Context: an optimization exercise on an open-source flow, tuned for small area and a short achievable clock period. The choices shown serve that exercise and are no tape-out recipe.
Function was checked by simulation only, so behaviour that the tests miss may differ from the original.

== v19 ==
// srpt_grant_top
module srpt_grant_top (
   input  wire logic        ap_clk,
   input  wire logic        ap_rst,
   input  wire logic        hdr_valid_i,
   input  wire logic [79:0] hdr_i,
   output logic             hdr_read_o,
   input  wire logic        grant_full_i,
   output logic             grant_write_o,
   output logic      [40:0] grant_o
);
   logic            push;
   logic [4*41-1:0] push_entries;
   logic [4*41-1:0] q0s;
   logic [4*3-1:0]  head_prios;
   logic [3:0]      top_below;
   grant_ctrl u_grant_ctrl (
      .ap_clk         (ap_clk),
      .ap_rst         (ap_rst),
      .hdr_valid_i    (hdr_valid_i),
      .hdr_i          (hdr_i),
      .hdr_read_o     (hdr_read_o),
      .grant_full_i   (grant_full_i),
      .grant_write_o  (grant_write_o),
      .grant_o        (grant_o),
      .q0s_i          (q0s),
      .head_prios_i   (head_prios),
      .push_o         (push),
      .push_entries_o (push_entries),
      .top_below_o    (top_below)
   );
   for (genvar s = 0; s < 4; s++) begin : g_queue
      srpt_queue u_srpt_queue (
         .ap_clk       (ap_clk),
         .ap_rst       (ap_rst),
         .push_i       (push),
         .push_entry_i (push_entries[s*41 +: 41]),
         .top_below_i  (top_below[s]),
         .q0_o         (q0s[s*41 +: 41]),
         .head_prio_o  (head_prios[s*3 +: 3])
      );
   end
endmodule
Settings: LEC_CHECK=0, CAP_MARGIN=50, CORE_MARGIN=2, CORE_UTILIZATION=30, PLACE_DENSITY=0.45, SETUP_SLACK_MARGIN=2.9, SLEW_MARGIN=70; clock period 9.0 ns.
run.sh (not shown) runs the stock make flow with config.mk's settings and CLKGATE_MAP_FILE= SYNTH_SCRIPT=/design/flow/synth_recipe.tcl, a recipe that flattens the netlist after the stock synthesis.
v19 finished every step from synthesis to the final layout, and the layout passed the timing, DRC and antenna checks.
The following lists how v27 was set up differently from v19:
# v19
export LEC_CHECK = 0
export CAP_MARGIN = 50
export CORE_MARGIN = 2
export CORE_UTILIZATION = 30
export PLACE_DENSITY = 0.45
export SETUP_SLACK_MARGIN = 2.9
export SLEW_MARGIN = 70
create_clock -name core_clock -period 9.0 [get_ports {ap_clk}]
# v27
export LEC_CHECK = 0
export CAP_MARGIN = 50
export CORE_MARGIN = 2
export CORE_UTILIZATION = 30
export PLACE_DENSITY = 0.45
export SETUP_SLACK_MARGIN = 3.4
export SLEW_MARGIN = 70
create_clock -name core_clock -period 9.0 [get_ports {ap_clk}]
Notes after the runs:
- Against v19, v27 comes in 101 higher on non-clock buffer count.
- NOTE routed wire length v19->v27 increased slightly
- Re via count: v27 and v19 aren't equal, and the lower value belongs to v19.
- There was hardly any difference in clock network area share between v19 and v27.
- Per the final summary, v27 finished and its layout is clean on timing, DRC and antenna.
- v27 ends up with lower sequential fraction of total cell area than v19 does.
#### Input delta (v40 over v27)
# v27
export LEC_CHECK = 0
export CAP_MARGIN = 50
export CORE_MARGIN = 2
export CORE_UTILIZATION = 30
export PLACE_DENSITY = 0.45
export SETUP_SLACK_MARGIN = 3.4
export SLEW_MARGIN = 70
create_clock -name core_clock -period 9.0 [get_ports {ap_clk}]
# v40
export LEC_CHECK = 0
export CAP_MARGIN = 50
export CORE_MARGIN = 2
export CORE_UTILIZATION = 30
export PLACE_DENSITY = 0.45
export SLEW_MARGIN = 70
create_clock -name core_clock -period 9.0 [get_ports {ap_clk}]
### Flow results
v40 has completed all stages; timing, DRC and antenna checks passed. Compared with v27, in v40 slack of the critical path -710 ps, setup slack on the worst flop-to-flop path decreased 710 ps.
Here is what was changed in the inputs of v2 compared with v40.
# v40
export LEC_CHECK = 0
export CAP_MARGIN = 50
export CORE_MARGIN = 2
export CORE_UTILIZATION = 30
export PLACE_DENSITY = 0.45
export SLEW_MARGIN = 70
create_clock -name core_clock -period 9.0 [get_ports {ap_clk}]
# v2
export LEC_CHECK = 0
export CAP_MARGIN = 50
export CORE_MARGIN = 2
export CORE_UTILIZATION = 30
export PLACE_DENSITY = 0.45
export SETUP_SLACK_MARGIN = 4.0
export SLEW_MARGIN = 70
create_clock -name core_clock -period 9.0 [get_ports {ap_clk}]
## What came out
- Compared with v40, v2 ends up with more cell area.
- v2: number of stages on the worst setup path higher than v40
- v2 vs v40: number of buffers inserted during clock tree synthesis down slightly
- Compared with v40, v2 shows number of cells on the worst reg-to-reg path that has gone up by a little under 10%.
- Going from v40 to v2, the routed length on met3 was found to have gone up by about 6%.

-- port drivers added, routing unchanged --
The flow's constraints put no driver on any port. The routed layouts listed below were extracted and timed again, unchanged, in two steps. Step 1 assumes that a clkbuf_16 drives the clock port and a buf_2 every other input. Step 2 also shifts input and output timing later by t, the mid clock arrival at the registers, as if the neighbouring blocks saw the same clock. a / b / c = ideal ports / drivers / drivers and shift; a / b = the first two.
run | t, ns | slack for setup (ns) | worst slew at a driven data input, ns
v19 | 0.987 | 3.025 / 3.025 / 3.025 | 0.08
v27 | 0.991 | 3.434 / 3.434 / 3.434 | 0.08
v40 | 0.990 | 2.727 / 2.727 / 2.727 | 0.08
v2 | 0.981 | 3.827 / 3.827 / 3.827 | 0.08
After both steps setup and hold are still met in every run listed.
